Context: an optimization exercise on an open-source flow, tuned for small area. The choices shown serve that exercise and are no tape-out recipe.
Only simulation tests tie the RTL to the original design; equivalence was not proved.
No activity file was given, so power comes from the tool's default toggle rates.

==> pepper <==
==> flow/design.v <==
module p4_egr_sat_cnt #(
  parameter int W = 48
) (
  input  logic         clk,
  input  logic         aresetn,
  input  logic         clear,
  input  logic         inc,
  output logic [W-1:0] cnt
);
  logic [W:0]   carry;
  logic [W-1:0] nxt;
  always_comb begin
    carry[0] = inc && !(&cnt);
    for (int i = 0; i < W; i++) begin
      nxt[i]     = cnt[i] ^ carry[i];
      carry[i+1] = carry[i] && cnt[i];
    end
  end
  always_ff @(posedge clk or negedge aresetn) begin
    if (!aresetn) cnt <= '0;
    else          cnt <= clear ? '0 : nxt;
  end
endmodule
module p4_router_egress_demux #(
  parameter int NUM_EGR_PHYS_PORTS = 4,
  parameter int DATA_BYTES         = 64,
  parameter int USER_WIDTH         = 8,
  parameter int EGR_COUNTERS_WIDTH = 16
) (
  input  logic                                                   clk,
  input  logic                                                   aresetn,
  input  logic                                                   egr_bus_tvalid,
  output logic                                                   egr_bus_tready,
  input  logic [DATA_BYTES*8-1:0]                                egr_bus_tdata,
  input  logic [DATA_BYTES-1:0]                                  egr_bus_tkeep,
  input  logic                                                   egr_bus_tlast,
  input  logic [USER_WIDTH-1:0]                                  egr_bus_tuser,
  output logic [NUM_EGR_PHYS_PORTS-1:0]                          egr_ports_tvalid,
  input  logic [NUM_EGR_PHYS_PORTS-1:0]                          egr_ports_tready,
  output logic [DATA_BYTES*8-1:0]                                egr_ports_tdata,
  output logic [DATA_BYTES-1:0]                                  egr_ports_tkeep,
  output logic                                                   egr_ports_tlast,
  input  logic [NUM_EGR_PHYS_PORTS-1:0]                          egr_phys_ports_enable,
  input  logic [NUM_EGR_PHYS_PORTS-1:0]                          egr_cnts_clear,
  output logic [NUM_EGR_PHYS_PORTS-1:0][EGR_COUNTERS_WIDTH-1:0]  egr_pkt_cnt,
  output logic [NUM_EGR_PHYS_PORTS-1:0][EGR_COUNTERS_WIDTH-1:0]  egr_drop_cnt
);
  localparam int N  = NUM_EGR_PHYS_PORTS;
  localparam int DB = DATA_BYTES * 8;
  localparam int DW = (N > 1) ? $clog2(N) : 1;
  localparam int PW = DB + DATA_BYTES + 1;    
  localparam logic [1:0] S_IDLE = 2'd0;
  localparam logic [1:0] S_FWD  = 2'd1;
  localparam logic [1:0] S_DROP = 2'd2;
  logic [1:0]    state, state_nxt;
  logic [DW-1:0] cur_dest;
  logic          tready_q;
  logic [PW-1:0] h_pl, s_pl, in_pl;
  logic [DW-1:0] s_dest;
  logic [N-1:0]  h_vld;           
  logic          h_full, s_full;  
  logic          bus_hs, sop_hs, sop_in_range, sop_en, push, pop;
  logic [DW-1:0] sop_dest, push_dest;
  logic [N-1:0]  pkt_inc, drop_inc;
  logic          ld_in, ld_s, ld_h;
  assign egr_bus_tready = tready_q;
  assign bus_hs         = egr_bus_tvalid && tready_q;
  assign sop_hs         = bus_hs && (state == S_IDLE);
  assign sop_in_range   = (egr_bus_tuser[USER_WIDTH-1:DW] == '0);
  assign sop_dest       = egr_bus_tuser[DW-1:0];
  assign sop_en         = egr_phys_ports_enable[sop_dest];
  assign push           = bus_hs && (((state == S_IDLE) && sop_in_range && sop_en) || (state == S_FWD));
  assign push_dest      = (state == S_IDLE) ? sop_dest : cur_dest;
  assign in_pl          = {egr_bus_tlast, egr_bus_tkeep, egr_bus_tdata};
  assign pop = |(h_vld & egr_ports_tready);
  assign egr_ports_tvalid = h_vld;
  assign {egr_ports_tlast, egr_ports_tkeep, egr_ports_tdata} = h_pl;
  always_comb begin
    for (int p = 0; p < N; p++) begin
      pkt_inc[p]  = h_vld[p] && egr_ports_tready[p] && egr_ports_tlast;
      drop_inc[p] = sop_hs && sop_in_range && !sop_en && (sop_dest == DW'(p));
    end
  end
  always_comb begin
    state_nxt = state;
    case (state)
      S_IDLE: if (sop_hs && !egr_bus_tlast) state_nxt = (sop_in_range && sop_en) ? S_FWD : S_DROP;
      S_FWD, S_DROP: if (bus_hs && egr_bus_tlast) state_nxt = S_IDLE;
      default: state_nxt = S_IDLE;
    endcase
  end
  always_ff @(posedge clk or negedge aresetn) begin
    if (!aresetn) begin
      state    <= S_IDLE;
      cur_dest <= '0;
    end else begin
      state <= state_nxt;
      if (state == S_IDLE && sop_hs && !egr_bus_tlast) cur_dest <= sop_dest;
    end
  end
  assign ld_in = !h_full || (pop && !s_full);
  assign ld_s  = pop && s_full;
  assign ld_h  = h_full && !pop;
  always_ff @(posedge clk) begin
    h_pl <= ({PW{ld_in}} & in_pl) | ({PW{ld_s}} & s_pl) | ({PW{ld_h}} & h_pl);
    if (!s_full) begin
      s_pl   <= in_pl;
      s_dest <= push_dest;
    end
  end
  logic [1:0] count_nxt;
  assign count_nxt = {1'b0, h_full} + {1'b0, s_full} + {1'b0, push} - {1'b0, pop};
  always_ff @(posedge clk or negedge aresetn) begin
    if (!aresetn) begin
      h_vld    <= '0;
      h_full   <= 1'b0;
      s_full   <= 1'b0;
      tready_q <= 1'b0;
    end else begin
      h_full   <= (count_nxt != 2'd0);
      s_full   <= (count_nxt == 2'd2);
      tready_q <= (state_nxt == S_DROP) || (count_nxt != 2'd2);
      if (ld_in) begin
        for (int p = 0; p < N; p++) h_vld[p] <= push && (push_dest == DW'(p));
      end else if (ld_s) begin
        for (int p = 0; p < N; p++) h_vld[p] <= (s_dest == DW'(p));
      end
    end
  end
  for (genvar p = 0; p < N; p++) begin : g_port
    p4_egr_sat_cnt #(.W(EGR_COUNTERS_WIDTH)) u_pkt_cnt (
      .clk(clk), .aresetn(aresetn), .clear(egr_cnts_clear[p]), .inc(pkt_inc[p]), .cnt(egr_pkt_cnt[p])
    );
    p4_egr_sat_cnt #(.W(EGR_COUNTERS_WIDTH)) u_drop_cnt (
      .clk(clk), .aresetn(aresetn), .clear(egr_cnts_clear[p]), .inc(drop_inc[p]), .cnt(egr_drop_cnt[p])
    );
  end
endmodule
==> flow/flow/run.sh <==
#!/bin/bash
# The standard layout, with the smallest buffer on each port and no CTS dummy loads.
export BUFFER_PORTS_ARGS="-buffer_cell sky130_fd_sc_hd__buf_1"
export CTS_ARGS="-sink_clustering_enable -repair_clock_nets -dont_use_dummy_load -sink_clustering_size 30 -sink_clustering_max_diameter 70"
export PLACE_PINS_ARGS="-min_distance 1 -min_distance_in_tracks"
bash standard.sh > standard.log 2>&1
==> flow/standard.sh <==
#!/bin/bash
# synth_recipe.tcl (not shown) runs the flow's synth.tcl, then flattens the netlist and writes it again
# the make line also repeats each setting of config.mk as NAME=value (left out here)
make -C /OpenROAD-flow-scripts/flow DESIGN_CONFIG=/design/flow/config.mk WORK_HOME=/design/flow/orfs CLKGATE_MAP_FILE= SYNTH_SCRIPT=/design/flow/synth_recipe.tcl "${@:-finish}"
==> flow/config.mk <==
export PLATFORM = sky130hd
export DESIGN_NAME = p4_router_egress_demux
export DESIGN_NICKNAME = p4_router_egress_demux
export VERILOG_FILES = /design/flow/design.v
export SDC_FILE = /design/flow/constraint.sdc
export NUM_CORES = 4
export LEC_CHECK = 0
export CAP_MARGIN = 20
export CORE_AREA = 5 5 285 285
export DIE_AREA = 0 0 290 290
export SLEW_MARGIN = 20
==> flow/constraint.sdc <==
create_clock -name core_clock -period 4.5 [get_ports {clk}]
set_input_delay 0.9000 -clock core_clock [delete_from_list [all_inputs] [get_ports {clk}]]
set_output_delay 0.9000 -clock core_clock [all_outputs]
set_load 0.01 [all_outputs]
==> inputs of willow, as changes to pepper <==
==> flow/flow/run.sh (replaced) <==
#!/bin/bash
# The standard layout, with the smallest buffer on each port and no CTS dummy loads.
export BUFFER_PORTS_ARGS="-buffer_cell sky130_fd_sc_hd__buf_1"
export CTS_ARGS="-sink_clustering_enable -repair_clock_nets -dont_use_dummy_load"
bash standard.sh > standard.log 2>&1
==> inputs of violet, as changes to pepper <==
==> flow/flow/run.sh (replaced) <==
#!/bin/bash
# The standard layout, with the smallest buffer on each port and no CTS dummy loads.
export BUFFER_PORTS_ARGS="-buffer_cell sky130_fd_sc_hd__buf_1"
export CTS_ARGS="-sink_clustering_enable -repair_clock_nets -dont_use_dummy_load -sink_clustering_size 30 -sink_clustering_max_diameter 60"
export PLACE_PINS_ARGS="-min_distance 1 -min_distance_in_tracks"
bash standard.sh > standard.log 2>&1
--- a/flow/config.mk
+++ b/flow/config.mk
@@ -8,4 +8,4 @@
 export CAP_MARGIN = 20
-export CORE_AREA = 5 5 285 285
-export DIE_AREA = 0 0 290 290
+export CORE_AREA = 5 5 295 295
+export DIE_AREA = 0 0 300 300
 export SLEW_MARGIN = 20
==> run notes <==
* Synthesized area per cell at 14.6 µm²
* Initial Util at 57.2%
* Adder-Cell Fraction of Synth Area at 3.57%
* Share of the synthesized area in the top cell type at 39.2%
* Number of flops mapped to enable cells by yosys at 579
* Yosys cell types at 37
* Die Ht at 290 µm
* Synthesized instance count at 3034
* Die Width at 290 µm
* Status: stopped before the end
* Placement row count at 102
* Sequential area share after synthesis at 73.1%
* Fail Step: I/O pin placement
* Synthesized flop and latch total at 1295
* Synth Area in Simple Gates at 2.90%
* Yosys warning total at 2
* Err: [ERROR PPL-0024] Number of IO pins (1310) exceeds maximum number of available positions (1044). Increase the die perimeter from 1160.00um to 1781.60um.
* Top cells by count, synth: 583 x inv_1, 579 x edfxtp_1, 577 x a222oi_1, 577 x dfxtp_1, 142 x clkbuf_1
-- figures above: willow

==> run notes <==
* Post-synthesis net count at 3760
* Yosys warning total at 2
* Met3 Resource Use GR at 17.2%
* Initial Util at 53.1%
* VDD IR max at 647 µV
* Synth Area in Simple Gates at 2.90%
* Placement row count at 106
* Status: complete, no violations
* Share of the synthesized area in the top cell type at 39.2%
* Adder-Cell Fraction of Synth Area at 3.57%
* Synthesized area per cell at 14.6 µm²
* Number of flops mapped to enable cells by yosys at 579
* Synthesized instance count at 3034
* Grt ovf at 0
* CP dominant cell by count: ha_1
* Die Width at 300 µm
* Post-DP HPWL at 105000 µm
-- figures above: violet

==> run notes <==
* Status: complete, no violations
* Initial Util at 57.2%
* CTS tree: built
* Die Width at 290 µm
* Placement row count at 102
* Sequential area share after synthesis at 73.1%
* Seq pwr share at 48.7%
* Design area at 52100 µm²
* Share of the synthesized area in the top cell type at 39.2%
* Die Ht at 290 µm
* Number of flops mapped to enable cells by yosys at 579
* Synth Area in Simple Gates at 2.90%
* Yosys cell types at 37
* Synthesized area per cell at 14.6 µm²
-- figures above: pepper

-- static timing again, ports no longer ideal --
The results above use ideal ports. As a check the final layouts listed here were re-extracted and re-timed, cells and wires unchanged.
Step 1: set_driving_cell puts a clkbuf_16 on clk and a buf_2 on each other input, an assumption about the parent block.
Step 2 also shifts input and output timing later by t, the mid clock arrival at the registers, as if the neighbouring blocks saw the same clock.
Slacks: ideal ports / drivers / drivers and shift; pairs: ideal ports / drivers.
| run | t, ns | setup WS [ns] | pins driven straight from the clock port |
|---|---|---|---|
| pepper | 0.711 | 0.163 / 0.187 / -0.503 | 1 |
| violet | 0.698 | 0.263 / 0.263 / -0.344 | 1 |
With both steps, setup timing fails in pepper and violet, where it was met with ideal ports. The setup slack of pepper, which loses most, moves by +0.024 ns with the drivers and by -0.666 ns with both steps.
